From an optimization exercise on the open Yosys and OpenROAD flow, aimed at small area and few clock cycles; shortcuts taken in it are not production practice. Only simulation tests tie the RTL to the original design; equivalence was not proved. Power and IR drop assume default switching activity.

File: flow/flow/run.sh
#!/bin/bash
# Layout flow: the standard ORFS flow (standard.sh, unchanged synthesis)
# with two changes: the port buffers use buf_1 instead of the default
# delay-buffer cell, and clock tree synthesis inserts no dummy loads and
# builds the tree from clkbuf_8 (root: clkbuf_16) with sink clusters of up to
# 16 flops within 60 um. ORFS writes each step's log under orfs/logs/; the
# make output goes to standard.log.
set -euo pipefail
export BUFFER_PORTS_ARGS="-buffer_cell sky130_fd_sc_hd__buf_1"
export CTS_ARGS="-sink_clustering_enable -repair_clock_nets -dont_use_dummy_load -root_buf sky130_fd_sc_hd__clkbuf_16 -sink_clustering_size 16 -sink_clustering_max_diameter 60 -buf_list {sky130_fd_sc_hd__clkbuf_8}"
bash standard.sh > standard.log 2>&1
File: flow/standard.sh
#!/bin/bash
# synth_recipe.tcl (not shown) runs the flow's synth.tcl, then flattens the netlist and writes it again
# the make line also repeats each setting of config.mk as NAME=value (left out here)
make -C /OpenROAD-flow-scripts/flow DESIGN_CONFIG=/design/flow/config.mk WORK_HOME=/design/flow/orfs CLKGATE_MAP_FILE= SYNTH_SCRIPT=/design/flow/synth_recipe.tcl "${@:-finish}"
File: flow/config.mk
export PLATFORM = sky130hd
export DESIGN_NAME = lm96570_cfg_seq
export DESIGN_NICKNAME = lm96570_cfg_seq
export VERILOG_FILES = /design/flow/design.v
export SDC_FILE = /design/flow/constraint.sdc
export NUM_CORES = 4
export LEC_CHECK = 0
export ABC_AREA = 1
export CAP_MARGIN = 20
export CORE_MARGIN = 2
export CORE_UTILIZATION = 50
export SLEW_MARGIN = 20
File: flow/constraint.sdc
create_clock -name core_clock -period 5.0 [get_ports {CLK}]
set_input_delay 1.0000 -clock core_clock [delete_from_list [all_inputs] [get_ports {CLK}]]
set_output_delay 1.0000 -clock core_clock [all_outputs]
set_load 0.01 [all_outputs]
File: flow/design.v
package lm96570_pkg;
  localparam int DATA_WIDTH = 70;
  localparam int NBIT_WIDTH = 8;
  localparam int DEPTH      = 16;
  localparam int ADDR_W     = 4;
  localparam logic [1:0] ERR_OK       = 2'b00;
  localparam logic [1:0] ERR_MISMATCH = 2'b01;
  localparam logic [1:0] ERR_TIMEOUT  = 2'b10;
  typedef enum logic [8:0] {
    S_IDLE    = 9'b000000001,
    S_LOAD    = 9'b000000010,
    S_ISSUE_W = 9'b000000100,
    S_WAIT_W  = 9'b000001000,
    S_ISSUE_R = 9'b000010000,
    S_WAIT_R  = 9'b000100000,
    S_CHECK   = 9'b001000000,
    S_NEXT    = 9'b010000000,
    S_FINISH  = 9'b100000000
  } seq_state_t;
  typedef struct packed {
    logic [NBIT_WIDTH-1:0] nbit;
    logic [DATA_WIDTH-1:0] data;
  } tbl_entry_t;
endpackage
import lm96570_pkg::*;
module lm96570_cfg_table
#(
  parameter int RINGS = 4,
  parameter int M     = DEPTH / RINGS,
  parameter int RW    = (RINGS > 1) ? $clog2(RINGS) : 1,
  parameter int MW    = (M > 1) ? $clog2(M) : 1
) (
  input  logic                    CLK,
  input  logic                    we,
  input  logic [ADDR_W-1:0]       waddr,
  input  lm96570_pkg::tbl_entry_t wdata,
  input  logic [RW-1:0]           rsel,
  output lm96570_pkg::tbl_entry_t rdata,
  output logic [MW-1:0]           rot
);
  localparam int EW = NBIT_WIDTH + DATA_WIDTH;
  logic [EW-1:0] slot [0:DEPTH-1];    
  logic [MW-1:0] wpos;                
  logic [RW-1:0] wring;
  always_ff @(posedge CLK) rot <= rot + 1'b1;
  assign wring = (RINGS > 1) ? RW'(waddr % RINGS) : '0;
  assign wpos  = MW'(waddr / RINGS) + rot + 1'b1;
  always_ff @(posedge CLK) begin
    for (int r = 0; r < RINGS; r++)
      for (int p = 0; p < M; p++)
        if (we && wring == RW'(r) && wpos == MW'(p))
          slot[r*M + p] <= (p % 2 == 1) ? ~wdata : wdata;
        else
          slot[r*M + p] <= ~slot[r*M + ((p + M - 1) % M)];
  end
  always_comb begin
    rdata = '0;
    for (int r = 0; r < RINGS; r++)
      rdata = rdata | (slot[r*M] & {EW{rsel == RW'(r)}});
  end
endmodule
import lm96570_pkg::*;
module lm96570_cfg_seq
#(
  parameter int RW_BIT   = 0,
  parameter int HDR_BITS = 6,
  parameter int TMR_W    = 10,   
  parameter int RINGS    = 4
) (
  input  logic                  CLK,
  input  logic                  RESET,
  input  logic                  TBL_WE,
  input  logic [ADDR_W-1:0]     TBL_ADDR,
  input  logic [DATA_WIDTH-1:0] TBL_DATA,
  input  logic [NBIT_WIDTH-1:0] TBL_NBIT,
  input  logic                  GO,
  input  logic                  VERIFY_EN,
  input  logic [ADDR_W:0]       NUM_ENTRIES,
  output logic                  BUSY,
  output logic                  DONE,
  output logic [1:0]            ERR_CODE,
  output logic [ADDR_W-1:0]     ERR_IDX,
  output logic                  SPI_START,
  output logic [DATA_WIDTH-1:0] SPI_DATA,
  output logic [NBIT_WIDTH-1:0] SPI_NBIT,
  input  logic                  SPI_DONE,
  input  logic [DATA_WIDTH-1:0] SPI_RD_DATA
);
  localparam int M  = DEPTH / RINGS;
  localparam int RW = (RINGS > 1) ? $clog2(RINGS) : 1;
  localparam int MW = (M > 1) ? $clog2(M) : 1;
  logic              run;       
  logic              pw;        
  logic              zero;      
  logic              fly;       
  logic              rdf;       
  logic              ver;       
  logic [ADDR_W-1:0] cur;       
  logic              lastf;     
  logic [ADDR_W-1:0] nm1;       
  logic [ADDR_W-1:0] nx;        
  logic              nvalid;    
  logic              done_q;
  logic [TMR_W-1:0]  timer;
  logic [1:0]        err_q;
  logic [ADDR_W-1:0] erri_q;
  lm96570_pkg::tbl_entry_t hold;      
  lm96570_pkg::tbl_entry_t nxt;       
  lm96570_pkg::tbl_entry_t tap;
  lm96570_pkg::tbl_entry_t wr_entry;
  logic [MW-1:0]           rot;
  logic                  acc, ev, tmo, mism, hit, cap, wkill;
  logic                  adv, start_rd, start_wr, sw, sel, end_now;
  logic                  mism_end, tmo_end;
  logic                  hit_nx, hit_nn;
  logic [ADDR_W-1:0]     nn, pre;
  logic [MW-1:0]         slot_nx, slot_nn;
  logic [DATA_WIDTH-1:0] cmp_mask;
  assign wr_entry.nbit = TBL_NBIT;
  assign wr_entry.data = TBL_DATA;
  assign nn      = (nx == nm1) ? '0 : nx + 1'b1;
  assign pre     = nvalid ? nn : nx;
  assign slot_nx = MW'(nx / RINGS) + rot;
  assign slot_nn = MW'(nn / RINGS) + rot;
  assign hit_nx  = (slot_nx == '0);
  assign hit_nn  = (slot_nn == '0);
  lm96570_cfg_table #(.RINGS(RINGS)) u_table (
    .CLK   (CLK),
    .we    (TBL_WE),
    .waddr (TBL_ADDR),
    .wdata (wr_entry),
    .rsel  (RW'(pre % RINGS)),
    .rdata (tap),
    .rot   (rot)
  );
  assign acc   = GO & ~run;
  assign ev    = fly & SPI_DONE & ~done_q;
  assign tmo   = fly & (&timer);
  assign hit   = nvalid ? hit_nn : hit_nx;
  assign cap   = hit & (sw | ~nvalid);
  assign wkill = TBL_WE & (sw ? (TBL_ADDR == nn) : (TBL_ADDR == nx));
  always_comb begin
    cmp_mask = '0;
    for (int i = HDR_BITS; i < DATA_WIDTH; i++)
      cmp_mask[i] = (i < 32'(hold.nbit));
  end
  assign mism = rdf & (((SPI_RD_DATA ^ hold.data) & cmp_mask) != '0);
  assign adv      = ev & (rdf ? ~mism : ~ver);
  assign start_rd = ev & ~rdf & ver;
  assign sw       = nvalid & (pw | (ev & (rdf | ~ver) & ~lastf));
  assign start_wr = sw & ~mism_end;
  assign mism_end = ev & mism;
  assign tmo_end  = tmo & ~ev;
  assign end_now  = run & (zero | tmo_end | mism_end | (adv & lastf));
  assign sel      = nvalid & (pw | (ev & (rdf | ~ver)));
  assign SPI_START = start_wr | start_rd;
  assign DONE      = end_now;
  assign BUSY      = run & ~end_now;
  assign SPI_DATA[DATA_WIDTH-1:1] = sel ? nxt.data[DATA_WIDTH-1:1] : hold.data[DATA_WIDTH-1:1];
  assign SPI_DATA[RW_BIT]         = sel ? nxt.data[RW_BIT] : (hold.data[RW_BIT] | rdf | ev);
  assign SPI_NBIT                 = sel ? nxt.nbit : hold.nbit;
  assign ERR_CODE = run ? {tmo_end, mism_end} : err_q;
  assign ERR_IDX  = run ? ((tmo_end | mism_end) ? cur : '0) : erri_q;
  always_ff @(posedge CLK) begin
    done_q <= SPI_DONE;
    if (sel) hold <= nxt;
    if (cap) nxt <= tap;
    if (sw | start_rd) timer <= '0;
    else               timer <= timer + 1'b1;
  end
  always_ff @(posedge CLK or posedge RESET) begin
    if (RESET) begin
      run    <= 1'b0;
      pw     <= 1'b0;
      zero   <= 1'b0;
      fly    <= 1'b0;
      rdf    <= 1'b0;
      ver    <= 1'b0;
      cur    <= '0;
      lastf  <= 1'b0;
      nm1    <= '0;
      nx     <= '0;
      nvalid <= 1'b0;
      err_q  <= ERR_OK;
      erri_q <= '0;
    end else begin
      zero   <= acc & (NUM_ENTRIES == '0);
      nvalid <= (nvalid & ~sw | cap) & ~wkill;
      if (acc) begin
        run <= 1'b1;
        ver <= VERIFY_EN;
        nm1 <= NUM_ENTRIES[ADDR_W] ? '1 : NUM_ENTRIES[ADDR_W-1:0] - 1'b1;
        if (NUM_ENTRIES != '0) pw <= 1'b1;
      end
      fly <= ~end_now & (sw | start_rd | (fly & ~ev));
      if (sw) begin
        pw    <= 1'b0;
        rdf   <= 1'b0;
        cur   <= nx;
        lastf <= (nx == nm1);
        nx    <= nn;
      end else begin
        if (adv & ~lastf) pw <= 1'b1;
        if (start_rd)     rdf <= 1'b1;
      end
      if (end_now) begin
        run    <= 1'b0;
        err_q  <= ERR_CODE;
        erri_q <= ERR_IDX;
        if (nx != '0) begin
          nx     <= '0;
          nvalid <= 1'b0;
        end
      end
    end
  end
endmodule
==> results of run 1 <==
cell type report:
type                       count  area [sq um]  share of cell area (%)
sequential                  1443         30580                   57.99
multi-input combinational   3507         16040                   30.41
inverter                     331          1245                   2.361
tap                         1287          1610                   3.054
clock buffer                 110          1615                   3.063
antenna                        9         22.52                 0.04271
timing repair buffer         303          1625                   3.082
registers in the layout, summed over array words and instances (netlist names), 2 cells and up:
register	flops
hold	78
nxt	78
timer	10
nx	4
cur	4
err_q	2
u_table.rot	2
nm1	4
erri_q	4
u_table.slot	1248
power by group:
part,internal (mW),switching [mW],total [mW]
Combinational,1.12,1.61,2.72
Sequential,14.3,0.765,15.1
Clock,2.14,3.61,5.75
layer usage:
layer / track usage [%] / up-vias / share of wire [%]
li1: - / 18240 / -
met1: 38.69 / 17340 / 45
met2: 43.00 / 1180 / 45
met3: 5.336 / 186 / 7.8
met4: 8.478 / 8 / 2.5
met5: 0 / - / 0.032
cells by family (layout without fill, tap and decap cells):
| family | Yosys count | count (layout) | share of synthesized area, % |
|---|---|---|---|
| simple gates | 1947 | 1947 | 15.15 |
| compound gates | 1472 | 1472 | 15.29 |
| flops | 1443 | 1443 | 61.85 |
| buf+inv | 739 | 744 | 6.094 |
| xor+xnor | 80 | 80 | 1.417 |
| fa+ha+maj | 8 | 8 | 0.2025 |
| other cells | 0 | 9 | 0 |
per-stage QoR:
step	hold slack, ps	utilization [%]	area, sq um
after global placement	384.6	52.06	51080
after detailed placement	388.6	52.06	51080
final	352.1	53.74	52730
after global routing	366.4	53.73	52720
after CTS	357.4	53.71	52700
after floorplan	383.1	-	49450
worst min-delay path by stage:
stage                                        to  cells after the start  slack [ps]
global route         u_table.slot[6][0]$_DFF_P_                      1         370
detailed placement  u_table.slot[7][46]$_DFF_P_                      1         390
floorplan           u_table.slot[0][10]$_DFF_P_                      1         380
finish              u_table.slot[12][6]$_DFF_P_                      1         350
CTS                  u_table.slot[6][0]$_DFF_P_                      1         360
global placement    u_table.slot[7][72]$_DFF_P_                      1         380
cells in the final DEF, fill, tap and decap left out, types with 2 or more instances in the layout:
| master | n |
|---|---|
| buf_1 | 243 |
| o2111ai_1 | 30 |
| xnor2_1 | 18 |
| buf_12 | 21 |
| ha_1 | 8 |
| or2_2 | 3 |
| nand2_2 | 6 |
| diode_2 | 9 |
| dfxtp_1 | 1261 |
| o21ai_0 | 214 |
| nor2_1 | 1161 |
| edfxtp_1 | 156 |
| inv_2 | 7 |
| nand2_1 | 672 |
| a21oi_1 | 1134 |
| nor2_4 | 5 |
| clkinv_2 | 2 |
| nand2_4 | 19 |
| o21ai_1 | 36 |
| clkbuf_16 | 9 |
| xor2_1 | 62 |
| nand3_1 | 59 |
| clkbuf_8 | 101 |
| nor2_2 | 7 |
| o211ai_1 | 4 |
| clkinv_1 | 2 |
| inv_1 | 320 |
| nor3_1 | 8 |
| a21boi_0 | 3 |
| o22ai_1 | 48 |
| dfrtp_1 | 26 |
| buf_4 | 39 |
worst register-to-register path: cells and delay by family (launching register included):
kind                      cells  cell delay (ps)
and+or+nand+nor               5              420
xor gates and xnor gates      1              180
AOI/OAI and AO/OA             4              770
buffers and inverters         3             1300
DFF                           1              460
==> impl_summary.txt, run 1 <==
----------------------------------------------------
[Die]
  Core Box Area ... about 0.098 sq mm
  Die width ... roughly 320 microns
  Area of the die ... about 0.10 sq mm
  Rows ... about 120
  Die extent in y ... about 320 microns
  Top Ports ... 250
  Starting Density ... 50.39%

[Route]
  Wire per inst ... 20.49 microns
  Router iterations before antenna repair ... 6
  Number of remaining DRC errors ... 0
  Count of vias placed by the detailed router ... 36.95k
  DRT Wirelength ... approximately 140000 microns
  Number of design-rule violations left by the first detailed-router iteration ... approximately 3.5k
  Vias/cell ... around 5.3
  Antenna viol nets, final ... 0

[Clocking]
  Worst-path clk slew ... approximately 90 ps
  Inserted Clock Buffers ... 110
  Latest clock arrival within the worst-skew pair ... about 680 ps
  TritonCTS clock tree ... done
  Post-CTS setup buffer count ... 0
  Total number of H-tree levels ... 3
  Post-cts gate resize count ... 2
  Buffer cell driving the clock tree root ... clkbuf_16
  Number of sinks driven by the clock tree ... between 1k and 1.5k
  Hold-fix buffers, CTS ... 0
  Max clock buf depth ... 3

[Placed design]
  DP Worst Slack ... slightly below 500 ps
  Cell Count Post-Placement ... 6871
  Post-detailed-placement half-perimeter wirelength ... 83530 microns
  GPL Wtd Cong ... approximately 0.84
  Number of buffer cells added on primary ports ... 243

[Synth]
  Most frequent cell after synthesis ... dfxtp_1
  Ys async rst share ... 1.802%
  Unique cell type count in the Yosys netlist ... 39
  Leading register cell type out of synthesis ... dfxtp_1
  Synthesized net count ... a little under 6k
  Synth Register Bits ... between 1k and 1.5k
  Post-synthesis sequential area ratio ... roughly three fifths
  Per-instance average area after synthesis ... 8.691 sq um
  Leading cell types by total area after synthesis ... dfxtp_1 (51%), a21oi_1 (11%), edfxtp_1 (9.5%), nor2_1 (8.8%), nand2_1 (5.2%)
  Number of standard cells after synthesis ... approximately 5.7k
  Synth area leader ... dfxtp_1
  Area fraction of the dominant cell type after synthesis ... roughly 51%
  Number of warning messages in the yosys log ... 3
  Number of flops mapped to enable cells by yosys ... around 160
  Post-Syn Area ... about 0.05 sq mm
  Top cells by instance count after synthesis ... dfxtp_1 (1261), nor2_1 (1163), a21oi_1 (1135)

[Critical path]
  Crit path arrival time ... around 3800 ps
  Highest cell delay on the worst timing path ... about 520 ps
  Setup slack of the most critical reg-to-reg path ... 1560 ps
  Element type at the critical path start ... register
  Worst EP required ... 4000 ps
  Critical Path Source ... hold[73]$_DFFE_PP_
  Logic depth of the worst setup path including buffers ... 18
  Number of buffers and inverters on the critical path ... 3
  Critical R2R Capture ... nxt[44]$_DFFE_PP_
  Master of the slowest instance on the critical path ... edfxtp_1
  Worst path cell trace ... nand2_2, inv_1, nand2_1, nand2_1, nand2_1, nand2_1, nor2_2, nand3_1, nand2_1, nand2_1, nor2_1, nand2_2, nand2_1, nand2_2, nand3_4, nand2_2, inv_1, buf_1
  Startpoint of the most critical register-to-register path ... nx[2]$_DFF_PP0_
  Setup CP Type ... reg -> out
  Most Frequent Cell on Critical Path ... nand2_1
  Crit path to ... DONE
  Worst R2R Path Depth ... 13
  Worst-path fanout max ... 11
  Setup crit end kind ... output pin
  Cell type group with the largest total delay on the critical path ... simple AND/OR/NAND/NOR gates

[Pwr]
  Power density over the cells ... 446.9 mW/mm^2
  IR drop worst, VDD ... a little under 0.3 mV
  Post-layout power ... approximately 24 mW
  Leak ... 23.15 nW

[Timing]
  Count of final setup violators ... 0
  Peak Freq ... 209.0 MHz
  Unrepaired setup endpoints after global routing ... false
  Min cycle time layout ... around 4800 ps
  Final Cycle Share ... 95.71%
  Final worst-path setup slack ... around 210 ps
  Setup clock skew after layout ... 61.70 ps
  Aggregate negative setup slack ... 0 ps
  Max-slew violations ... 0
  Worst slew margin relative to its limit ... a little under a third
  Final Hold Fails ... 0
  Actual slew at the worst max-slew pin ... between 1000 and 1500 ps

[Final layout]
  Non-filler cells in the finished layout ... approximately 7k
  Area growth from synthesis to layout ... 6.653%
  Fillcell total ... 9314
  Fraction of final layout cells with drive strength greater than 1 ... 3.916%
  Nets ... approximately 5.9k

[Global routing]
  Initial antenna violation count ... 15
  Via count of the first global-routing pass ... 33.63k
  Total congestion overflow after global routing ... 0
  Global-route usage over all layers ... 27.54%
  Pin count of the biggest net entering global routing ... 157
  First-pass GRT wire length ... 211200 microns

[Status]
  Run status ... finished clean

[Worst hold path]
  Beginning of the worst hold path ... u_table.slot[15][6]$_DFF_P_
  Worst hold path type ... reg -> reg

[Flow run]
  Maxcap violations ... 0

----------------------------------------------------
Testbench counts, summed over its fixed seeds: cycles 50,498.
==> run 2, diff against run 1 <==
--- a/flow/config.mk
+++ b/flow/config.mk
@@ -8,5 +8,6 @@
 export ABC_AREA = 1
 export CAP_MARGIN = 20
 export CORE_MARGIN = 2
-export CORE_UTILIZATION = 50
+export CORE_UTILIZATION = 65
+export PLACE_DENSITY = 0.72
 export SLEW_MARGIN = 20
==> run 2 against run 1 <==
Compared with the run above: setup slack got worse by 26 ps; final cell count shrank 4.7%; fmax shrank 0.53%; die area shrank 23%; clock power fell by 4.7%; non-clock buffer count decreased by 5; clock skew grew 7.2 ps; synthesized cell count is the same; final area is 1.2% lower; via count increased by 2.3%; wire length is 7.2% lower; hold slack improved by 9.1 ps.
==> impl_summary.txt, run 2 <==
----------------------------------------------------
[Status]
  Run status ... finished clean

[Synth]
  Synth area leader ... dfxtp_1
  Number of flops mapped to enable cells by yosys ... approximately 160
  Post-synthesis sequential area ratio ... roughly three fifths
  Most frequent cell after synthesis ... dfxtp_1
  Ys async rst share ... roughly 1.8%
  Per-instance average area after synthesis ... between 8 and 9 sq um
  Leading cell types by total area after synthesis ... dfxtp_1 (51%), a21oi_1 (11%), edfxtp_1 (9.5%), nor2_1 (8.8%), nand2_1 (5.2%)
  Number of standard cells after synthesis ... about 5.7k
  Top cells by instance count after synthesis ... dfxtp_1 (1261), nor2_1 (1163), a21oi_1 (1135)
  Post-Syn Area ... about 0.049 sq mm
  Number of warning messages in the yosys log ... 3
  Unique cell type count in the Yosys netlist ... 39
  Synthesized net count ... 5860
  Synth Register Bits ... 1443
  Area fraction of the dominant cell type after synthesis ... between 50% and 60%
  Leading register cell type out of synthesis ... dfxtp_1

[Critical path]
  Worst path cell trace ... nand2_2, inv_1, nand2_1, nand2_1, nand2_1, nand2_1, nor2_1, nand3_1, nand2_1, nand2_1, nor2_1, nand2_1, nand2_1, nand2_2, nand3_4, nand2_2, inv_1, buf_1
  Worst EP required ... ~4000 ps
  Worst-path fanout max ... 11
  Number of buffers and inverters on the critical path ... 3
  Element type at the critical path start ... register
  Setup CP Type ... reg -> out
  Setup crit end kind ... output pin
  Master of the slowest instance on the critical path ... edfxtp_1
  Highest cell delay on the worst timing path ... ~500 ps
  Crit path arrival time ... ~3800 ps
  Most Frequent Cell on Critical Path ... nand2_1
  Cell type group with the largest total delay on the critical path ... simple AND/OR/NAND/NOR gates

[Global routing]
  Met2 Usage GRT ... 52.41%
  Pin count of the biggest net entering global routing ... ~160
  Initial antenna violation count ... 13
  Top Usage Layer GRT ... met2
  Total congestion overflow after global routing ... 0
  First-pass GRT wire length ... 199200 microns
  Met3 usage in global routing ... 5.988%
  Global-route usage over all layers ... 33.16%
  Via count of the first global-routing pass ... 34.08k
  Grt met1 use ... a little under half

[Pwr]
  Power density over the cells ... approximately 450 mW/mm^2
  IR drop worst, VDD ... 0.2837 mV
  Post-layout power ... 23.26 mW
  Leak ... approximately 23 nW

[Timing]
  Final Cycle Share ... between 90% and 100%
  Final Hold Fails ... 0
  Actual slew at the worst max-slew pin ... ~1200 ps
  Max-slew violations ... 0
  Min cycle time layout ... about 4800 ps
  Count of final setup violators ... 0
  Setup clock skew after layout ... 68.87 ps
  Peak Freq ... about 210 MHz
  Unrepaired setup endpoints after global routing ... false
  Hold WS ... roughly 360 ps
  Aggregate negative setup slack ... 0 ps
  Worst slew margin relative to its limit ... between 20% and 30%

[Placed design]
  Number of buffer cells added on primary ports ... about 240
  GPL Wtd Cong ... 0.8616
  DP Area ... approximately 0.05 sq mm
  Post-detailed-placement half-perimeter wirelength ... just under 80000 microns

[Final layout]
  Area growth from synthesis to layout ... 5.370%
  Post-layout instance area ... 0.05210 sq mm
  Number of flip-flops in the largest register ... 1248
  Most frequent standard cell in the layout excluding fill and tap cells ... dfxtp_1
  Storage cell area ... 0.03058 sq mm
  Top flop regs ... u_table.slot: 1248 flops, hold: 78 flops, nxt: 78 flops
  Finished Core Util ... 68.94%
  Fillcell total ... between 6k and 7k
  Combined area of the multi-input logic cells ... roughly 0.016 sq mm
  Nets ... about 6k
  Most frequent cells in the layout ... dfxtp_1 (1261), nor2_1 (1162), a21oi_1 (1134)
  Most flops, register ... u_table.slot
  Fraction of final layout cells with drive strength greater than 1 ... ~3.6%

[Worst hold path]
  Worst hold path type ... reg -> reg

[Clocking]
  TritonCTS clock tree ... done
  Latest clock arrival within the worst-skew pair ... approximately 640 ps
  Inserted Clock Buffers ... between 100 and 150
  Total number of H-tree levels ... 3
  Post-CTS setup buffer count ... 0
  Hold-fix buffers, CTS ... 0
  Worst-path clk slew ... approximately 100 ps
  Post-cts gate resize count ... 0
  Number of sinks driven by the clock tree ... approximately 1.4k
  Buffer cell driving the clock tree root ... clkbuf_16
  Max clock buf depth ... 3

[Route]
  DRT Wirelength ... approximately 130000 microns
  Number of design-rule violations left by the first detailed-router iteration ... between 3k and 4k
  Count of vias placed by the detailed router ... 37.80k
  Router iterations before antenna repair ... 6
  Vias/cell ... between 5 and 6
  Wire per inst ... approximately 20 microns
  Antenna viol nets, final ... 0
  Number of remaining DRC errors ... 0

[Die]
  Core Box Area ... around 0.076 sq mm
  Die extent in y ... about 280 microns
  Starting Density ... ~65%
  Die width ... between 200 and 300 microns
  Rows ... 101
  Area of the die ... around 0.08 sq mm
  Top Ports ... 250

[Flow run]
  Maxcap violations ... 0

----------------------------------------------------
[run 2: cell counts after synthesis]
Identical to the previous run, type by type.
[run 2: cell type report]
type,count,area share (%)
Antenna cell,4,0.01921
Clock buffer,102,2.889
Inverter,331,2.390
Multi-Input combinational cell,3507,30.75
Sequential cell,1443,58.69
Tap cell,978,2.349
Timing Repair Buffer,298,2.904
[run 2: through the flow]
stage	worst slack (ps)	cells
4_1_cts	188.3	6659
3_5_place_dp	679.3	6557
6_report	188.6	6663
3_3_place_gp	720.3	6557
5_1_grt	85.13	6663
2_1_floorplan	676.6	5689
[run 2: power by group]
group          switching, mW  total [mW]  internal, mW
combinational           1.57        2.68          1.11
clock                   3.47        5.48          2.01
sequential             0.770        15.1          14.3
total                   5.81        23.3          17.4
[run 2: cells by family (layout without fill, tap and decap cells)]
kind of cell	Yosys count	in the layout	synth area share, %
buffers and inverters	739	731	6.094
other	0	4	0
XOR/XNOR	80	80	1.417
AO/OA/AOI/OAI	1472	1472	15.29
AND/OR/NAND/NOR	1947	1947	15.15
flip-flops	1443	1443	61.85
adder cells (fa/ha/maj)	8	8	0.2025
[run 2: worst paths after layout]
kind / slack, ps / start / end / cells after the start
min reg2reg: 360 / u_table.slot[5][76]$_DFF_P_ / u_table.slot[6][76]$_DFF_P_ / 1
max in group asynchronous: 3780 / RESET / cur[3]$_DFFE_PP0N_ / 2
min in group asynchronous: 580 / RESET / err_q[0]$_DFFE_PP0P_ / 2
max reg2reg: 1680 / nx[2]$_DFF_PP0_ / nxt[25]$_DFFE_PP_ / 11
max: 190 / hold[73]$_DFFE_PP_ / DONE / 18
min: 360 / u_table.slot[5][76]$_DFF_P_ / u_table.slot[6][76]$_DFF_P_ / 1
[run 2: per-layer routing]
layer | wire length, microns | up-vias
li1 | - | 18200
met3 | 11430 | 242
met1 | 57100 | 17860
met5 | 99 | -
met4 | 4168 | 16
met2 | 60140 | 1484
==> run 3, diff against run 2 <==
--- a/flow/design.v
+++ b/flow/design.v
@@ -23,6 +23,16 @@
   } tbl_entry_t;
 endpackage
 import lm96570_pkg::*;
+module lm96570_slot_next
+(
+  input  logic we,
+  input  logic we_n,
+  input  logic prev,
+  input  logic wd_n,
+  output logic d
+);
+  assign d = ~((we_n & prev) | (we & wd_n));
+endmodule
 module lm96570_cfg_table
 #(
   parameter int RINGS = 4,
@@ -39,19 +49,37 @@
   output logic [MW-1:0]           rot
 );
   localparam int EW = NBIT_WIDTH + DATA_WIDTH;
-  logic [EW-1:0] slot [0:DEPTH-1];    
-  logic [MW-1:0] wpos;                
+  logic [EW-1:0] slot  [0:DEPTH-1];    
+  logic [EW-1:0] snext [0:DEPTH-1];
+  logic [MW-1:0] wpos;                 
   logic [RW-1:0] wring;
+  logic [EW-1:0] wd, wd_inv;
   always_ff @(posedge CLK) rot <= rot + 1'b1;
-  assign wring = (RINGS > 1) ? RW'(waddr % RINGS) : '0;
-  assign wpos  = MW'(waddr / RINGS) + rot + 1'b1;
+  assign wring  = (RINGS > 1) ? RW'(waddr % RINGS) : '0;
+  assign wpos   = MW'(waddr / RINGS) + rot + 1'b1;
+  assign wd     = wdata;
+  assign wd_inv = ~wdata;
+  for (genvar r = 0; r < RINGS; r++) begin : g_ring
+    for (genvar p = 0; p < M; p++) begin : g_slot
+      logic sel_w;
+      assign sel_w = we && (wring == RW'(r)) && (wpos == MW'(p));
+      logic          sel_w_n;
+      logic [EW-1:0] wsrc;
+      assign sel_w_n = ~sel_w;
+      assign wsrc = (p % 2 == 1) ? wd : wd_inv;
+      for (genvar b = 0; b < EW; b++) begin : g_bit
+        lm96570_slot_next u_next (
+          .we   (sel_w),
+          .we_n (sel_w_n),
+          .prev (slot[r*M + ((p + M - 1) % M)][b]),
+          .wd_n (wsrc[b]),
+          .d    (snext[r*M + p][b])
+        );
+      end
+    end
+  end
   always_ff @(posedge CLK) begin
-    for (int r = 0; r < RINGS; r++)
-      for (int p = 0; p < M; p++)
-        if (we && wring == RW'(r) && wpos == MW'(p))
-          slot[r*M + p] <= (p % 2 == 1) ? ~wdata : wdata;
-        else
-          slot[r*M + p] <= ~slot[r*M + ((p + M - 1) % M)];
+    for (int i = 0; i < DEPTH; i++) slot[i] <= snext[i];
   end
   always_comb begin
     rdata = '0;
==> flow/flow/run.sh (replaced) <==
#!/bin/bash
set -euo pipefail
export PRE_FLOORPLAN_TCL="$PWD/flow/downsize.tcl"
export BUFFER_PORTS_ARGS="-buffer_cell sky130_fd_sc_hd__buf_1"
export CTS_ARGS="-sink_clustering_enable -repair_clock_nets -dont_use_dummy_load -root_buf sky130_fd_sc_hd__clkbuf_16 -sink_clustering_size 16 -sink_clustering_max_diameter 60 -buf_list {sky130_fd_sc_hd__clkbuf_8}"
bash standard.sh > standard.log 2>&1
==> flow/flow/downsize.tcl (new file) <==
# Runs before floorplanning (PRE_FLOORPLAN_TCL). Hierarchical synthesis maps
# each table slot-update bit (lm96570_slot_next) on its own and picks the
# double-drive a22oi_2 for it, though each drives a single flip-flop D pin.
# Set every a22oi_2 with a single load back to a22oi_1; timing repair later
# in the flow resizes where needed.
set one [[ord::get_db] findMaster sky130_fd_sc_hd__a22oi_1]
set n 0
foreach inst [[ord::get_db_block] getInsts] {
  if {[[$inst getMaster] getName] ne "sky130_fd_sc_hd__a22oi_2"} continue
  set out [$inst findITerm Y]
  set net [$out getNet]
  if {$net eq "NULL"} continue
  if {[llength [$net getITerms]] == 2} {
    $inst swapMaster $one
    incr n
  }
}
puts "downsize.tcl: a22oi_2 -> a22oi_1 on $n cells"
--- a/flow/config.mk
+++ b/flow/config.mk
@@ -5,9 +5,9 @@
 export SDC_FILE = /design/flow/constraint.sdc
 export NUM_CORES = 4
 export LEC_CHECK = 0
-export ABC_AREA = 1
 export CAP_MARGIN = 20
 export CORE_MARGIN = 2
-export CORE_UTILIZATION = 65
-export PLACE_DENSITY = 0.72
+export CORE_UTILIZATION = 50
 export SLEW_MARGIN = 20
+export SYNTH_HIERARCHICAL = 1
+export SYNTH_MINIMUM_KEEP_SIZE = 0
==> run 3 against run 2 <==
Compared with the run above: the layout now fails its checks (setup timing); sequential power grew 15%; synthesized cell count decreased by 38%; total power increased by 37%; sequential share of layout area grew 0.90 points; critical path depth is 7 lower; register-to-register slack got worse by 460 ps; setup slack lost 270 ps; largest cell class unchanged; largest power group unchanged; highest routed layer unchanged.
==> impl_summary.txt, run 3 <==
----------------------------------------------------
[Timing]
  Min cycle time layout ... between 5000 and 6000 ps
  Max-slew violations ... 0
  Final worst-path setup slack ... -82.13 ps
  Aggregate negative setup slack ... -340.7 ps
  Unrepaired setup endpoints after global routing ... true
  Count of final setup violators ... 5
  Setup clock skew after layout ... ~75 ps
  Final Cycle Share ... 101.6%
  Worst slew margin relative to its limit ... a little under a quarter
  Peak Freq ... a little under 200 MHz
  Actual slew at the worst max-slew pin ... 1162 ps
  Final Hold Fails ... 0

[Final layout]
  Number of flip-flops in the largest register ... between 1k and 1.5k
  Top flop regs ... u_table.slot: 1248 flops, hold: 78 flops, nxt: 78 flops
  Finished Core Util ... between 50% and 60%
  Fillcell total ... approximately 7.8k
  Most frequent standard cell in the layout excluding fill and tap cells ... dfxtp_1
  Storage cell area ... about 0.031 sq mm
  Combined area of the multi-input logic cells ... between 0.015 and 0.02 sq mm
  Most flops, register ... u_table.slot
  Most frequent cells in the layout ... dfxtp_1 (1261), a22oi_1 (1248), nand2_1 (253)
  Nets ... slightly above 4k
  Fraction of final layout cells with drive strength greater than 1 ... about a tenth

[Die]
  Starting Density ... about half
  Core Box Area ... between 0.09 and 0.1 sq mm
  Area of the die ... 0.09422 sq mm
  Die extent in y ... between 300 and 400 microns
  Die width ... roughly 310 microns
  Rows ... ~110
  Top Ports ... 250

[Worst hold path]
  Cells on Worst Hold Path ... 1
  Worst min-delay path endpoint ... u_table.slot[14][21]$_DFF_P_
  Beginning of the worst hold path ... u_table.slot[13][21]$_DFF_P_
  Worst hold path type ... reg -> reg

[Clocking]
  Worst-path clk slew ... about 100 ps
  Buffer cell driving the clock tree root ... clkbuf_16
  TritonCTS clock tree ... done
  Total number of H-tree levels ... 3
  Latest clock arrival within the worst-skew pair ... 680 ps
  Inserted Clock Buffers ... around 110
  Number of sinks driven by the clock tree ... around 1.4k
  Max clock buf depth ... 3

[Synth]
  Number of standard cells after synthesis ... about 3.5k
  Synthesized net count ... 3699
  Number of warning messages in the yosys log ... 11

[Critical path]
  Setup CP Type ... reg -> out
  Critical Path Source ... hold[77]$_DFFE_PP_
  Worst path cell trace ... buf_4, or4b_4, a311oi_1, o21bai_1, or4_1, a311oi_2, o211ai_2, and3_4, o21a_4, a22o_1, clkbuf_2
  Element type at the critical path start ... register
  Worst R2R Path Depth ... 12
  Highest cell delay on the worst timing path ... around 550 ps
  Worst-path fanout max ... 8
  Critical R2R Capture ... erri_q[1]$_DFFE_PP0P_
  Crit path arrival time ... around 4100 ps
  Master of the slowest instance on the critical path ... or4b_4
  Worst EP required ... around 4000 ps
  Startpoint of the most critical register-to-register path ... hold[77]$_DFFE_PP_
  Setup slack of the most critical reg-to-reg path ... 1220 ps
  Setup crit end kind ... output pin

[Global routing]
  Total congestion overflow after global routing ... 0
  First-pass GRT wire length ... 233100 microns
  Initial antenna violation count ... 17
  Global-route usage over all layers ... about 34%
  Via count of the first global-routing pass ... 32.53k
  Pin count of the biggest net entering global routing ... 79

[Pwr]
  Post-layout power ... 31.80 mW
  Leak ... slightly below 20 nW
  Power density over the cells ... about 620 mW/mm^2
  IR drop worst, VDD ... around 0.36 mV

[Placed design]
  Number of buffer cells added on primary ports ... approximately 240
  GPL Wtd Cong ... between 0.9 and 1
  Post-detailed-placement half-perimeter wirelength ... around 88000 microns
  DP Worst Slack ... 160.0 ps

[Route]
  Count of vias placed by the detailed router ... roughly 35k
  Wire per inst ... 31.87 microns
  Number of design-rule violations left by the first detailed-router iteration ... about 4.8k
  Router iterations before antenna repair ... 6
  Antenna viol nets, final ... 0
  Vias/cell ... a little under 7
  Number of remaining DRC errors ... 0
  DRT Wirelength ... 163900 microns

[Status]
  Run status ... finished with violations
  Violated checks ... setup timing

[Flow run]
  Maxcap violations ... 0

----------------------------------------------------
[run 3: stage by stage]
stage,hold slack (ps),std cells,area (sq um)
floorplan,405.5,3528,45910
global placement,408.2,5014,49530
CTS,388.5,5134,51220
detailed placement,414.0,5014,49530
finish,392.2,5142,51310
global route,402.9,5140,51310
[run 3: timing repair]
action	in CTS	in global routing
gates resized for setup	6	9
pin swaps	11	7
endpoints found under the setup margin	6	8
setup buffers	13	3
hold buffers	0	0
[run 3: critical path, delay by kind of cell, from the launching register on]
| family | cells | cell delay, ps |
|---|---|---|
| AOI/OAI and AO/OA | 6 | 1290 |
| buffers and inverters | 2 | 330 |
| DFF | 1 | 460 |
| and+or+nand+nor | 3 | 1350 |
[run 3: final cells by class]
type | count | share of cell area [%]
Clock buffer | 107 | 3.068
Tap cell | 1186 | 2.892
Sequential cell | 1443 | 59.60
Timing Repair Buffer | 376 | 4.477
Antenna cell | 4 | 0.01951
Multi-Input combinational cell | 1931 | 29.24
Inverter | 95 | 0.7047
[run 3: how the worst max path moves through the flow]
stage / to / slack, ps / depth (start not counted)
after floorplan: u_table.slot[10][0]$_DFF_P_ / -1020 / 5
after global placement: ERR_IDX[2] / 150 / 12
after detailed placement: ERR_IDX[2] / 160 / 12
after CTS: ERR_IDX[2] / -60 / 11
after global routing: ERR_IDX[2] / -190 / 11
final: ERR_IDX[1] / -80 / 11
[run 3: routing by layer]
metal	track usage [%]	routed length, microns	share of wire [%]	up-vias
met1	49.79	69900	43	17620
met5	0	124	0.076	-
met3	8.484	19660	12	277
met2	49.12	70060	43	2129
met4	9.565	4142	2.5	20
li1	-	-	-	14530
[run 3: power by group]
group / switching [mW] / internal (mW) / total, mW
clock network: 3.61 / 2.09 / 5.71
logic: 5.02 / 3.75 / 8.78
registers: 1.68 / 15.6 / 17.3
total: 10.3 / 21.5 / 31.8
Testbench counts of run 3, summed over its fixed seeds: cycles 50,498.
==> run 4, diff against run 3 <==
--- a/flow/config.mk
+++ b/flow/config.mk
@@ -7,7 +7,8 @@
 export LEC_CHECK = 0
 export CAP_MARGIN = 20
 export CORE_MARGIN = 2
-export CORE_UTILIZATION = 50
+export CORE_UTILIZATION = 65
+export PLACE_DENSITY = 0.72
 export SLEW_MARGIN = 20
 export SYNTH_HIERARCHICAL = 1
 export SYNTH_MINIMUM_KEEP_SIZE = 0
==> run 4 against run 3 <==
Compared with the run above: the layout still fails its checks (setup timing); clock skew is 2.3 ps higher; first-iteration DRC count is 20% higher; largest power group unchanged; synthesized cell count stayed put.
==> impl_summary.txt, run 4 <==
----------------------------------------------------
[Critical path]
  Highest cell delay on the worst timing path ... 540 ps
  Critical Path Source ... hold[76]$_DFFE_PP_
  Worst-path fanout max ... 6
  Number of buffers and inverters on the critical path ... 3
  Critical R2R Capture ... erri_q[3]$_DFFE_PP0P_
  Setup slack of the most critical reg-to-reg path ... between 1000 and 1500 ps
  Worst EP required ... around 4000 ps
  Master of the slowest instance on the critical path ... or4b_4
  Cell type group with the largest total delay on the critical path ... simple AND/OR/NAND/NOR gates
  Crit path to ... ERR_IDX[0]
  Logic depth of the worst setup path including buffers ... 12
  Element type at the critical path start ... register
  Worst R2R Path Depth ... 13
  Setup crit end kind ... output pin
  Worst path cell trace ... buf_4, nor4_4, buf_6, a21oi_2, or4_1, or4b_4, a311oi_2, o211ai_2, and3_4, o21a_4, a22o_1, buf_2
  Startpoint of the most critical register-to-register path ... hold[76]$_DFFE_PP_
  Crit path arrival time ... approximately 4100 ps
  Setup CP Type ... reg -> out

[Final layout]
  Fillcell total ... 4761
  Most frequent cells in the layout ... dfxtp_1 (1261), a22oi_1 (1248), nand2_1 (253)
  Fraction of final layout cells with drive strength greater than 1 ... a little under a tenth
  Nets ... between 4k and 5k
  Storage cell area ... about 0.031 sq mm
  Combined area of the multi-input logic cells ... between 0.01 and 0.015 sq mm
  Non-filler cells in the finished layout ... ~4.9k
  Top flop regs ... u_table.slot: 1248 flops, hold: 78 flops, nxt: 78 flops
  Most flops, register ... u_table.slot
  Most frequent standard cell in the layout excluding fill and tap cells ... dfxtp_1
  Number of flip-flops in the largest register ... between 1k and 1.5k

[Clocking]
  Buffer cell driving the clock tree root ... clkbuf_16
  Inserted Clock Buffers ... slightly above 100
  Number of sinks driven by the clock tree ... around 1.4k
  Hold-fix buffers, CTS ... 0
  Max clock buf depth ... 3
  Latest clock arrival within the worst-skew pair ... ~640 ps
  TritonCTS clock tree ... done
  Worst-path clk slew ... 100 ps
  Total number of H-tree levels ... 3

[Placed design]
  Cell Count Post-Placement ... between 4k and 5k
  GPL Wtd Cong ... just over 0.9
  Post-detailed-placement half-perimeter wirelength ... approximately 86000 microns
  Number of buffer cells added on primary ports ... 243

[Route]
  Count of vias placed by the detailed router ... 35.80k
  Antenna viol nets, final ... 0
  Vias/cell ... between 7 and 8
  Number of remaining DRC errors ... 0
  Number of design-rule violations left by the first detailed-router iteration ... approximately 5.7k
  Wire per inst ... roughly 33 microns
  DRT Wirelength ... roughly 160000 microns
  Router iterations before antenna repair ... 7

[Timing]
  Min cycle time layout ... 5052 ps
  Final Hold Fails ... 0
  Actual slew at the worst max-slew pin ... 986.1 ps
  Unrepaired setup endpoints after global routing ... true
  Peak Freq ... around 200 MHz
  Final worst-path setup slack ... -52.41 ps
  Max-slew violations ... 0
  Count of final setup violators ... 4
  Worst slew margin relative to its limit ... 34.26%
  Hold WS ... around 250 ps
  Final Cycle Share ... 101.0%
  Setup clock skew after layout ... 77.71 ps

[Die]
  Rows ... 97
  Die width ... around 270 microns
  Starting Density ... approximately two thirds
  Die extent in y ... ~270 microns
  Core Box Area ... 0.06991 sq mm
  Top Ports ... 250
  Area of the die ... slightly above 0.07 sq mm

[Global routing]
  Initial antenna violation count ... 21
  Pin count of the biggest net entering global routing ... a little under 80
  Via count of the first global-routing pass ... 35.42k
  Total congestion overflow after global routing ... 0
  Global-route usage over all layers ... 42.71%
  First-pass GRT wire length ... between 200000 and 250000 microns

[Pwr]
  Switching Fraction ... between 30% and 40%
  Power density over the cells ... 616.6 mW/mm^2
  Portion of total power attributed to the clock network ... approximately 17%
  Part of the power in registers ... 55.2%
  Internal Dissipation ... between 20 and 25 mW
  Leak ... approximately 20 nW
  IR drop worst, VDD ... about 0.70 mV
  Logic pwr share ... between 20% and 30%
  Net switching power ... roughly 10 mW

[Synth]
  Number of standard cells after synthesis ... approximately 3.5k
  Number of warning messages in the yosys log ... 11
  Synthesized net count ... roughly 3.7k

[Worst hold path]
  Worst hold path type ... in -> async

[Status]
  Run status ... finished with violations
  Violated checks ... setup timing

[Flow run]
  Maxcap violations ... 0

----------------------------------------------------
-- run 4: power by group through the flow --
stage / clock [mW] / combinational, mW / sequential (mW)
final: 5.46 / 8.59 / 17.3
after detailed placement: 0 / 8.23 / 17.4
after floorplan: 0 / 5.56 / 16.8
after global routing: 5.87 / 9.06 / 17.5
after global placement: 0 / 8.01 / 17.3
after CTS: 5.45 / 8.32 / 17.2
-- run 4: timing repair --
item | in CTS | in global routing
resized for setup | 5 | 8
setup buffers | 9 | 5
pin swaps | 10 | 5
endpoints found under the setup margin | 6 | 8
hold endpoints to repair | 0 | 0
-- run 4: through the flow --
stage | TNS (ps) | area [sq um] | util (%) | setup slack (ps) | power, mW
floorplan | -557590 | 45910 | - | -1016 | 22.40
global placement | 0 | 49110 | 70.25 | 235.9 | 25.29
detailed placement | 0 | 49110 | 70.25 | 224.6 | 25.66
CTS | -82.74 | 50690 | 72.52 | -27.80 | 30.98
global route | -777.9 | 50820 | 72.69 | -156.5 | 32.43
finish | -173.1 | 50820 | 72.70 | -52.41 | 31.34
-- run 4: cell type report --
class	instances	area share (%)
timing repair buffer	360	4.284
clock buffer	102	2.962
antenna	10	0.04924
sequential	1443	60.17
tap	940	2.314
inverter	95	0.7115
multi-input combinational	1931	29.51
-- run 4: how the worst min path moves through the flow --
stage,from,to,slack (ps)
final,RESET,zero$_DFF_PP0_,250
after global routing,RESET,zero$_DFF_PP0_,260
after CTS,u_table.slot[1][76]$_DFF_P_,u_table.slot[2][76]$_DFF_P_,370
after detailed placement,u_table.slot[2][74]$_DFF_P_,u_table.slot[3][74]$_DFF_P_,410
after global placement,u_table.slot[1][25]$_DFF_P_,u_table.slot[2][25]$_DFF_P_,410
after floorplan,u_table.slot[10][0]$_DFF_P_,u_table.slot[11][0]$_DFF_P_,410
-- run 4: metal layers --
metal,track usage [%],vias up,wire [microns]
met3,14.03,536,23440
met5,0,-,129
met4,18.90,22,7254
met1,57.91,17670,59760
met2,62.89,3072,70030
li1,-,14510,-
==> run 5, diff against run 4 <==
--- a/flow/config.mk
+++ b/flow/config.mk
@@ -9,6 +9,7 @@
 export CORE_MARGIN = 2
 export CORE_UTILIZATION = 65
 export PLACE_DENSITY = 0.72
+export SETUP_SLACK_MARGIN = 0.15
 export SLEW_MARGIN = 20
 export SYNTH_HIERARCHICAL = 1
 export SYNTH_MINIMUM_KEEP_SIZE = 0
==> run 5 against run 4 <==
Compared with the run above: still fails the layout checks on setup timing; highest routed layer unchanged; register-to-register slack is essentially flat; hold slack about the same; critical path depth stayed put; critical endpoint unchanged; sequential power barely moved; clock power about the same; count of clock-buffer cells in the layout stayed put; core utilization about the same.
==> impl_summary.txt, run 5 <==
----------------------------------------------------
[Critical path]
  Cell type group with the largest total delay on the critical path ... simple AND/OR/NAND/NOR gates
  Setup slack of the most critical reg-to-reg path ... about 1300 ps
  Master of the slowest instance on the critical path ... or4b_4
  Element type at the critical path start ... register
  Worst-path fanout max ... 6
  Startpoint of the most critical register-to-register path ... hold[76]$_DFFE_PP_
  Highest cell delay on the worst timing path ... about 550 ps
  Setup CP Type ... reg -> out
  Worst R2R Path Depth ... 13
  Worst EP required ... roughly 4000 ps
  Setup crit end kind ... output pin
  Worst path cell trace ... buf_4, nor4_4, buf_6, a21oi_2, or4_1, or4b_4, a311oi_2, o211ai_2, and3_4, o21a_4, a22o_1, buf_2
  Critical R2R Capture ... erri_q[3]$_DFFE_PP0P_
  Crit path arrival time ... around 4000 ps
  Number of buffers and inverters on the critical path ... 3

[Timing]
  Peak Freq ... a little under 200 MHz
  Min cycle time layout ... ~5000 ps
  Hold WS ... approximately 250 ps
  Actual slew at the worst max-slew pin ... 1001 ps
  Max-slew violations ... 0
  Setup clock skew after layout ... 73.38 ps
  Final Cycle Share ... 100.9%
  Unrepaired setup endpoints after global routing ... true
  Worst slew margin relative to its limit ... 33.28%
  Count of final setup violators ... 4
  Final worst-path setup slack ... -43.98 ps
  Final Hold Fails ... 0

[Global routing]
  Total congestion overflow after global routing ... 0
  First-pass GRT wire length ... around 230000 microns
  Global-route usage over all layers ... 42.71%
  Initial antenna violation count ... 21
  Pin count of the biggest net entering global routing ... between 70 and 80
  Via count of the first global-routing pass ... about 35k

[Synth]
  Number of standard cells after synthesis ... ~3.5k
  Number of warning messages in the yosys log ... 11
  Synthesized net count ... roughly 3.7k

[Final layout]
  Number of flip-flops in the largest register ... roughly 1.2k
  Combined area of the multi-input logic cells ... roughly 0.015 sq mm
  Storage cell area ... roughly 0.03 sq mm
  Most frequent standard cell in the layout excluding fill and tap cells ... dfxtp_1
  Non-filler cells in the finished layout ... about 4.9k
  Most frequent cells in the layout ... dfxtp_1 (1261), a22oi_1 (1248), nand2_1 (253)
  Post-layout instance area ... slightly above 0.05 sq mm
  Nets ... a little over 4k
  Fillcell total ... between 4k and 5k
  Most flops, register ... u_table.slot
  Top flop regs ... u_table.slot: 1248 flops, hold: 78 flops, nxt: 78 flops
  Fraction of final layout cells with drive strength greater than 1 ... a little under a tenth

[Placed design]
  Number of buffer cells added on primary ports ... between 200 and 250
  DP Worst Slack ... approximately 220 ps
  Cell Count Post-Placement ... approximately 4.8k
  DP Area ... between 0.04 and 0.05 sq mm
  Post-detailed-placement half-perimeter wirelength ... about 86000 microns
  GPL Wtd Cong ... 0.9261

[Route]
  Number of design-rule violations left by the first detailed-router iteration ... 5674
  DRT Wirelength ... about 160000 microns
  Count of vias placed by the detailed router ... approximately 36k
  Number of remaining DRC errors ... 0
  Vias/cell ... around 7.3
  Router iterations before antenna repair ... 7
  Antenna viol nets, final ... 0
  Wire per inst ... between 30 and 40 microns

[Pwr]
  Leak ... just under 20 nW
  Power density over the cells ... 617.1 mW/mm^2
  IR drop worst, VDD ... 0.7102 mV

[Status]
  Run status ... finished with violations
  Violated checks ... setup timing

[Clocking]
  Buffer cell driving the clock tree root ... clkbuf_16
  Inserted Clock Buffers ... 102
  TritonCTS clock tree ... done
  Worst-path clk slew ... around 100 ps
  Total number of H-tree levels ... 3
  Number of sinks driven by the clock tree ... 1443
  Max clock buf depth ... 3
  Latest clock arrival within the worst-skew pair ... about 640 ps

[Worst hold path]
  Worst hold path type ... in -> async

[Die]
  Rows ... a little under 100
  Die width ... 269.7 microns
  Starting Density ... 65.65%
  Core Box Area ... between 0.06 and 0.07 sq mm
  Top Ports ... 250
  Area of the die ... between 0.07 and 0.08 sq mm
  Die extent in y ... 269.7 microns

[Flow run]
  Maxcap violations ... 0

----------------------------------------------------
[run 5: worst max path at each step]
stage	startpoint	slack, ps	cells past startpoint	end
after floorplan	TBL_ADDR[2]	-1020	5	u_table.slot[10][0]$_DFF_P_
after global placement	SPI_RD_DATA[12]	240	12	ERR_IDX[0]
after detailed placement	SPI_RD_DATA[7]	220	12	ERR_IDX[2]
after CTS	hold[75]$_DFFE_PP_	-30	12	ERR_IDX[2]
after global routing	hold[75]$_DFFE_PP_	-160	12	ERR_IDX[0]
final	hold[76]$_DFFE_PP_	-40	12	ERR_IDX[0]
[run 5: cell type report]
class                      instances  share of cell area [%]
antenna                           10                 0.04923
clock buffer                     102                   2.961
inverter                          95                  0.7114
multi-input combinational       1931                   29.51
sequential                      1443                   60.16
tap                              940                   2.314
timing repair buffer             360                   4.288
[run 5: repair_timing]
item / CTS / global route
resized for setup: 6 / 9
buffers inserted: 9 / 5
hold buffers: 0 / 0
setup endpoints to repair: 8 / 8
pin swaps: 10 / 5
[run 5: power breakdown]
group	internal, mW	total [mW]	switching, mW	leakage, nW
clock	2.01	5.47	3.46	0.780
sequential	15.6	17.3	1.64	12.5
combinational	3.69	8.62	4.93	6.47
[run 5: worst reg2reg max path, delay by kind of cell, from the launching register on]
| family | cells | cell delay (ps) |
|---|---|---|
| and+or+nand+nor | 3 | 1350 |
| AOI/OAI and AO/OA | 6 | 1090 |
| buffers and inverters | 4 | 730 |
| DFF | 1 | 420 |
[run 5: routing by layer]
layer / share of wire (%) / global-route usage (%)
met1: 37 / 57.91
met2: 44 / 62.89
met3: 15 / 14.03
met4: 4.5 / 18.90
met5: 0.080 / 0
[run 5: through the flow]
step	TNS, ps	utilization [%]	power, mW
after floorplan	-557590	-	22.40
after global placement	0	70.25	25.29
after detailed placement	0	70.25	25.66
after CTS	-82.74	72.52	30.98
after global routing	-772.2	72.69	32.43
final	-139.8	72.71	31.37
==> run 6, diff against run 5 <==
--- a/flow/design.v
+++ b/flow/design.v
@@ -143,7 +143,6 @@
   logic                  hit_nx, hit_nn;
   logic [ADDR_W-1:0]     nn, pre;
   logic [MW-1:0]         slot_nx, slot_nn;
-  logic [DATA_WIDTH-1:0] cmp_mask;
   assign wr_entry.nbit = TBL_NBIT;
   assign wr_entry.data = TBL_DATA;
   assign nn      = (nx == nm1) ? '0 : nx + 1'b1;
@@ -167,12 +166,22 @@
   assign hit   = nvalid ? hit_nn : hit_nx;
   assign cap   = hit & (sw | ~nvalid);
   assign wkill = TBL_WE & (sw ? (TBL_ADDR == nn) : (TBL_ADDR == nx));
+  localparam int NG = (DATA_WIDTH + 7) / 8;
+  logic [NG*8-1:0] diff;
+  logic [7:0]      lo_mask;
+  logic [NG-1:0]   g_full, g_part;
   always_comb begin
-    cmp_mask = '0;
+    diff = '0;
     for (int i = HDR_BITS; i < DATA_WIDTH; i++)
-      cmp_mask[i] = (i < 32'(hold.nbit));
-  end
-  assign mism = rdf & (((SPI_RD_DATA ^ hold.data) & cmp_mask) != '0);
+      diff[i] = SPI_RD_DATA[i] ^ hold.data[i];
+    for (int k = 0; k < 8; k++)
+      lo_mask[k] = (3'(k) < hold.nbit[2:0]);
+    for (int g = 0; g < NG; g++) begin
+      g_full[g] = (hold.nbit[7:3] > 5'(g)) & (|diff[g*8 +: 8]);
+      g_part[g] = (hold.nbit[7:3] == 5'(g)) & (|(diff[g*8 +: 8] & lo_mask));
+    end
+  end
+  assign mism = rdf & (|{g_full, g_part});
   assign adv      = ev & (rdf ? ~mism : ~ver);
   assign start_rd = ev & ~rdf & ver;
   assign sw       = nvalid & (pw | (ev & (rdf | ~ver) & ~lastf));
==> run 6 against run 5 <==
Compared with the run above: the run now finishes clean; clock power about the same; sequential cell count stayed put; hold slack improved by 58 ps; final area grew 0.51%; sequential share of layout area down 0.31 points; fmax increased by 6.5%; core utilization increased by 0.25 points; first-iteration DRC count grew 8.0%; final cell count up 0.23%; combinational power is 68% lower; critical path depth shrank 2; largest cell class unchanged.
==> impl_summary.txt, run 6 <==
----------------------------------------------------
[Timing]
  Actual slew at the worst max-slew pin ... 1196 ps
  Aggregate negative setup slack ... 0 ps
  Min cycle time layout ... ~4700 ps
  Max-slew violations ... 0
  Peak Freq ... around 210 MHz
  Final Cycle Share ... a little over nine tenths
  Count of final setup violators ... 0
  Setup clock skew after layout ... 60.84 ps
  Unrepaired setup endpoints after global routing ... false
  Final Hold Fails ... 0
  Worst slew margin relative to its limit ... about 20%

[Clocking]
  Latest clock arrival within the worst-skew pair ... approximately 650 ps
  Buffer cell driving the clock tree root ... clkbuf_16
  Post-CTS setup buffer count ... 0
  Number of sinks driven by the clock tree ... 1443
  TritonCTS clock tree ... done
  Total number of H-tree levels ... 3
  Inserted Clock Buffers ... just over 100
  Max clock buf depth ... 3
  Worst-path clk slew ... 100 ps

[Global routing]
  Total congestion overflow after global routing ... 0
  Global-route usage over all layers ... 43.46%
  Pin count of the biggest net entering global routing ... 79
  Initial antenna violation count ... 18
  Via count of the first global-routing pass ... 35.98k
  First-pass GRT wire length ... approximately 240000 microns

[Pwr]
  IR drop worst, VDD ... approximately 0.33 mV
  Power density over the cells ... around 460 mW/mm^2
  Post-layout power ... ~24 mW
  Leak ... around 20 nW

[Critical path]
  Worst EP required ... 4000 ps
  Setup crit end kind ... output pin
  Worst-path fanout max ... 8
  Element type at the critical path start ... register
  Highest cell delay on the worst timing path ... 520 ps
  Setup CP Type ... reg -> out
  Crit path arrival time ... 3730 ps
  Most Frequent Cell on Critical Path ... o21ai_0
  Master of the slowest instance on the critical path ... edfxtp_1
  Worst path cell trace ... nor2_2, o21ai_0, a211o_1, a2111oi_1, nor3_2, a211oi_4, a211oi_2, nor2_4, o21ai_0, buf_1

[Die]
  Die extent in y ... 269.8 microns
  Rows ... a little under 100
  Area of the die ... 0.07277 sq mm
  Starting Density ... 65.56%
  Top Ports ... 250
  Die width ... between 200 and 300 microns
  Core Box Area ... approximately 0.07 sq mm

[Final layout]
  Finished Core Util ... between 70% and 80%
  Most frequent standard cell in the layout excluding fill and tap cells ... dfxtp_1
  Post-layout instance area ... 0.05109 sq mm
  Top flop regs ... u_table.slot: 1248 flops, hold: 78 flops, nxt: 78 flops
  Nets ... just over 4k
  Number of flip-flops in the largest register ... around 1.2k
  Most flops, register ... u_table.slot
  Non-filler cells in the finished layout ... slightly below 5k
  Most frequent cells in the layout ... dfxtp_1 (1261), a22oi_1 (1251), nand2_1 (260)
  Fraction of final layout cells with drive strength greater than 1 ... ~8.9%

[Route]
  DRT Wirelength ... 162800 microns
  Router iterations before antenna repair ... 9
  Vias/cell ... 7.383
  Number of design-rule violations left by the first detailed-router iteration ... approximately 6.1k
  Antenna viol nets, final ... 0
  Wire per inst ... roughly 33 microns
  Count of vias placed by the detailed router ... approximately 36k
  Number of remaining DRC errors ... 0

[Synth]
  Synthesized net count ... between 3k and 4k
  Number of standard cells after synthesis ... roughly 3.5k
  Number of warning messages in the yosys log ... 11

[Placed design]
  DP Area ... between 0.04 and 0.05 sq mm
  GPL Wtd Cong ... 1.013
  Post-detailed-placement half-perimeter wirelength ... 90710 microns
  Number of buffer cells added on primary ports ... 243
  Cell Count Post-Placement ... between 4k and 5k

[Worst hold path]
  Worst hold path type ... in -> async

[Status]
  Run status ... finished clean

[Flow run]
  Maxcap violations ... 0

----------------------------------------------------
[run 6: report_power, final]
part           internal (mW)  total (mW)  switching (mW)
Clock                   1.99        5.50            3.51
Sequential              14.4        15.4            1.02
Combinational           1.58        2.79            1.21
Total                   18.0        23.7            5.74
[run 6: routing by layer]
| layer | wire [microns] | share of wire (%) | vias up | GRT usage (%) |
|---|---|---|---|---|
| met1 | 59600 | 37 | 17900 | 57.83 |
| met3 | 22610 | 14 | 577 | 12.16 |
| met4 | 8624 | 5.3 | 24 | 22.32 |
| li1 | - | - | 14540 | - |
| met5 | 139 | 0.085 | - | 0 |
| met2 | 71850 | 44 | 3079 | 65.38 |
[run 6: critical path, delay by kind of cell (launching register included)]
kind / cells / cell delay (ps)
flops: 1 / 520
buf+inv: 1 / 140
compound gates: 6 / 1620
simple gates: 3 / 810
[run 6: final timing paths]
| check | end | depth (start not counted) | slack [ps] | start |
|---|---|---|---|---|
| setup / recovery | ERR_IDX[0] | 10 | 270 | hold[72]$_DFFE_PP_ |
| hold / removal | lastf$_DFFE_PP0P_ | 2 | 310 | RESET |
| setup reg to reg | nx[2]$_DFF_PP0_ | 10 | 1670 | hold[72]$_DFFE_PP_ |
| hold reg to reg | u_table.slot[2][31]$_DFF_P_ | 1 | 400 | u_table.slot[1][31]$_DFF_P_ |
| max in group asynchronous | nm1[1]$_DFFE_PP0P_ | 3 | 4220 | RESET |
| min in group core_clock | u_table.slot[2][31]$_DFF_P_ | 1 | 400 | u_table.slot[1][31]$_DFF_P_ |
[run 6: metrics by stage]
step	setup WS, ps	hold slack (ps)
floorplan	-1011	405.5
global placement	409.3	408.4
detailed placement	335.7	414.3
CTS	175.6	401.3
global route	123.9	326.7
finish	265.7	306.2
[run 6: what timing repair did]
action	in CTS	in global routing
hold endpoints to repair	0	0
gates cloned	0	0
hold buffers	0	0
pin swaps	0	1
resized for setup	1	4
endpoints found under the setup margin	4	8
[run 6: layout make-up]
cell class	instances	area, sq um
fillers	4847	18940
clock buffers	101	1491
inverters	101	384.1
repair buffers	360	2449
diodes	7	17.52
well taps	940	1176
flip-flops and latches	1443	30580
multi-input cells	1940	14990
Testbench counts of run 6, summed over its fixed seeds: cycles 50,498.
==> run 7, diff against run 6 <==
--- a/flow/config.mk
+++ b/flow/config.mk
@@ -7,8 +7,8 @@
 export LEC_CHECK = 0
 export CAP_MARGIN = 20
 export CORE_MARGIN = 2
-export CORE_UTILIZATION = 65
-export PLACE_DENSITY = 0.72
+export CORE_UTILIZATION = 75
+export PLACE_DENSITY = 0.82
 export SETUP_SLACK_MARGIN = 0.15
 export SLEW_MARGIN = 20
 export SYNTH_HIERARCHICAL = 1
==> run 7 against run 6 <==
Compared with the run above: final area shrank 0.67%; still clean on timing, DRC and antenna; count of clock-buffer cells in the layout shrank 1; register-to-register slack lost 50 ps; setup slack gained 31 ps; sequential power is essentially flat; core utilization grew 11 points; non-clock buffer count shrank 10; sequential share of layout area grew 0.40 points; first-iteration DRC count grew 4.3%; die area shrank 13%; total power is essentially flat.
==> impl_summary.txt, run 7 <==
----------------------------------------------------
[Status]
  Run status ... finished clean

[Final layout]
  Nets ... a little over 4k
  Finished Core Util ... around 84%
  Most flops, register ... u_table.slot
  Top flop regs ... u_table.slot: 1248 flops, hold: 78 flops, nxt: 78 flops
  Number of flip-flops in the largest register ... roughly 1.2k
  Most frequent standard cell in the layout excluding fill and tap cells ... dfxtp_1
  Fraction of final layout cells with drive strength greater than 1 ... 8.693%
  Most frequent cells in the layout ... dfxtp_1 (1261), a22oi_1 (1251), nand2_1 (260)

[Timing]
  Count of final setup violators ... 0
  Max-slew violations ... 0
  Min cycle time layout ... 4703 ps
  Actual slew at the worst max-slew pin ... between 1000 and 1500 ps
  Final Cycle Share ... 94.06%
  Peak Freq ... ~210 MHz
  Unrepaired setup endpoints after global routing ... false
  Worst slew margin relative to its limit ... approximately a quarter
  Setup clock skew after layout ... 44.94 ps
  Final Hold Fails ... 0

[Clocking]
  Buffer cell driving the clock tree root ... clkbuf_16
  Total number of H-tree levels ... 3
  Max clock buf depth ... 3
  Latest clock arrival within the worst-skew pair ... between 600 and 700 ps
  Worst-path clk slew ... about 100 ps
  Inserted Clock Buffers ... 100
  Hold-fix buffers, CTS ... 0
  TritonCTS clock tree ... done
  Number of sinks driven by the clock tree ... around 1.4k

[Route]
  Count of vias placed by the detailed router ... between 30k and 40k
  Number of design-rule violations left by the first detailed-router iteration ... about 6.4k
  Number of remaining DRC errors ... 0
  Wire per inst ... between 30 and 40 microns
  Router iterations before antenna repair ... 7
  DRT Wirelength ... roughly 160000 microns
  Antenna viol nets, final ... 0
  Vias/cell ... roughly 7.7

[Synth]
  Number of standard cells after synthesis ... 3541
  Synthesized net count ... roughly 3.7k
  Number of warning messages in the yosys log ... 11

[Pwr]
  Post-layout power ... 23.69 mW
  Power density over the cells ... ~470 mW/mm^2
  IR drop worst, VDD ... 0.3459 mV
  Leak ... approximately 20 nW

[Critical path]
  Element type at the critical path start ... register
  Worst-path fanout max ... 12
  Most Frequent Cell on Critical Path ... buf_4
  Highest cell delay on the worst timing path ... about 500 ps
  Worst path cell trace ... buf_4, or3_4, o21ai_0, o32ai_1, nor4b_1, nand4_1, nor4_4, buf_4, a211oi_2, nand3b_4, and2_1, buf_1
  Number of buffers and inverters on the critical path ... 3
  Setup slack of the most critical reg-to-reg path ... 1620 ps
  Setup crit end kind ... output pin
  Cell type group with the largest total delay on the critical path ... simple AND/OR/NAND/NOR gates
  Worst EP required ... roughly 4000 ps
  Crit path arrival time ... approximately 3700 ps
  Setup CP Type ... reg -> out
  Master of the slowest instance on the critical path ... edfxtp_1

[Placed design]
  GPL Wtd Cong ... 0.9997
  Number of buffer cells added on primary ports ... ~240
  Post-detailed-placement half-perimeter wirelength ... approximately 85000 microns

[Die]
  Rows ... 90
  Area of the die ... between 0.06 and 0.07 sq mm
  Core Box Area ... 0.06047 sq mm
  Die extent in y ... 251.4 microns
  Die width ... approximately 250 microns
  Starting Density ... between 70% and 80%
  Top Ports ... 250

[Global routing]
  Initial antenna violation count ... 18
  First-pass GRT wire length ... 224900 microns
  Via count of the first global-routing pass ... 36.42k
  Global-route usage over all layers ... 48.01%
  Pin count of the biggest net entering global routing ... slightly below 80
  Total congestion overflow after global routing ... 0

[Flow run]
  Maxcap violations ... 0

[Worst hold path]
  Worst hold path type ... in -> async

----------------------------------------------------
## run 7: repair_timing
action	4_1_cts	5_1_grt
setup buffers	0	8
gates resized for setup	0	4
endpoints found under the setup margin	0	8
## run 7: power by group
group | internal, mW | switching, mW | leakage [nW] | total, mW
Clock | 1.97 | 3.45 | 0.765 | 5.42
Combinational | 1.57 | 1.25 | 6.35 | 2.82
Sequential | 14.4 | 1.05 | 12.4 | 15.4
Total | 17.9 | 5.75 | 19.5 | 23.7
## run 7: area by class of cell
cell class              count  area [sq um]
diodes                     17         42.54
clock buffers             100          1478
fillers                  3240          9723
inverters                 101         387.9
multi-input cells        1940         14980
flip-flops and latches   1443         30580
well taps                 782         978.4
repair buffers            350          2298
## run 7: worst paths after layout
check | startpoint | to | cells past startpoint
worst min-delay path | RESET | nx[2]$_DFF_PP0_ | 2
worst max register to register | nx[3]$_DFF_PP0_ | nxt[24]$_DFFE_PP_ | 10
max in group asynchronous | RESET | nm1[2]$_DFFE_PP0P_ | 3
min in group core_clock | u_table.slot[9][59]$_DFF_P_ | u_table.slot[10][59]$_DFF_P_ | 1
worst min register to register | u_table.slot[9][59]$_DFF_P_ | u_table.slot[10][59]$_DFF_P_ | 1
worst max-delay path | hold[72]$_DFFE_PP_ | DONE | 12
## run 7: per-stage QoR
step	std cells	hold WS, ps	setup WS [ps]	instance area, sq um	TNS, ps
2_1_floorplan	3541	405.5	-1011	45920	-629890
4_1_cts	4707	421.5	191.0	50600	0
3_3_place_gp	4607	408.1	400.6	49120	0
6_report	4733	260.2	297.2	50750	0
5_1_grt	4723	271.3	145.5	50720	0
3_5_place_dp	4607	414.0	278.4	49120	0
## run 7: worst reg2reg max path: stages (launching register included)
cell	delay, ps
dfrtp_1	550
xnor2_1	180
nand4_1	260
and2_1	280
ha_1	200
xnor2_1	140
xnor2_1	140
nor2_1	100
a21oi_1	120
a21oi_4	590
buf_12	470
## run 7: routing by layer
metal	global-route usage, %	wire (microns)	up-vias
li1	-	-	14520
met1	60.21	52180	17730
met2	72.11	68200	3591
met3	16.69	24340	829
met4	29.25	10520	16
met5	0	92	-

==> re-timing with driven ports <==
The results above use ideal ports. As a check the final layouts listed here were re-extracted and re-timed, cells and wires unchanged.
Step 1: set_driving_cell puts a clkbuf_16 on CLK and a buf_2 on each other input, an assumption about the parent block.
Step 2 times the ports against the registers' clock, not the clock port: input delays grow and output delays shrink by t, the midpoint of the rising clock arrivals with the driver on.
Three values: ideal ports, drivers, drivers and shift; two values: the first two.
run	shift t [ns]	setup WS [ns]	hold slack, ns	pins driven straight from the clock port
run 1	0.719	0.214 / 0.142 / 0.522	0.352 / 0.352 / 0.352	1
run 2	0.682	0.189 / 0.116 / 0.590	0.361 / 0.361 / 0.361	1
run 3	0.713	-0.082 / -0.154 / 0.244	0.392 / 0.345 / 0.392	1
run 4	0.681	-0.052 / -0.126 / 0.174	0.248 / 0.196 / 0.369	1
run 5	0.681	-0.044 / -0.116 / 0.182	0.248 / 0.198 / 0.372	1
run 6	0.685	0.266 / 0.195 / 0.390	0.306 / 0.257 / 0.397	1
run 7	0.695	0.297 / 0.228 / 0.345	0.260 / 0.210 / 0.412	1
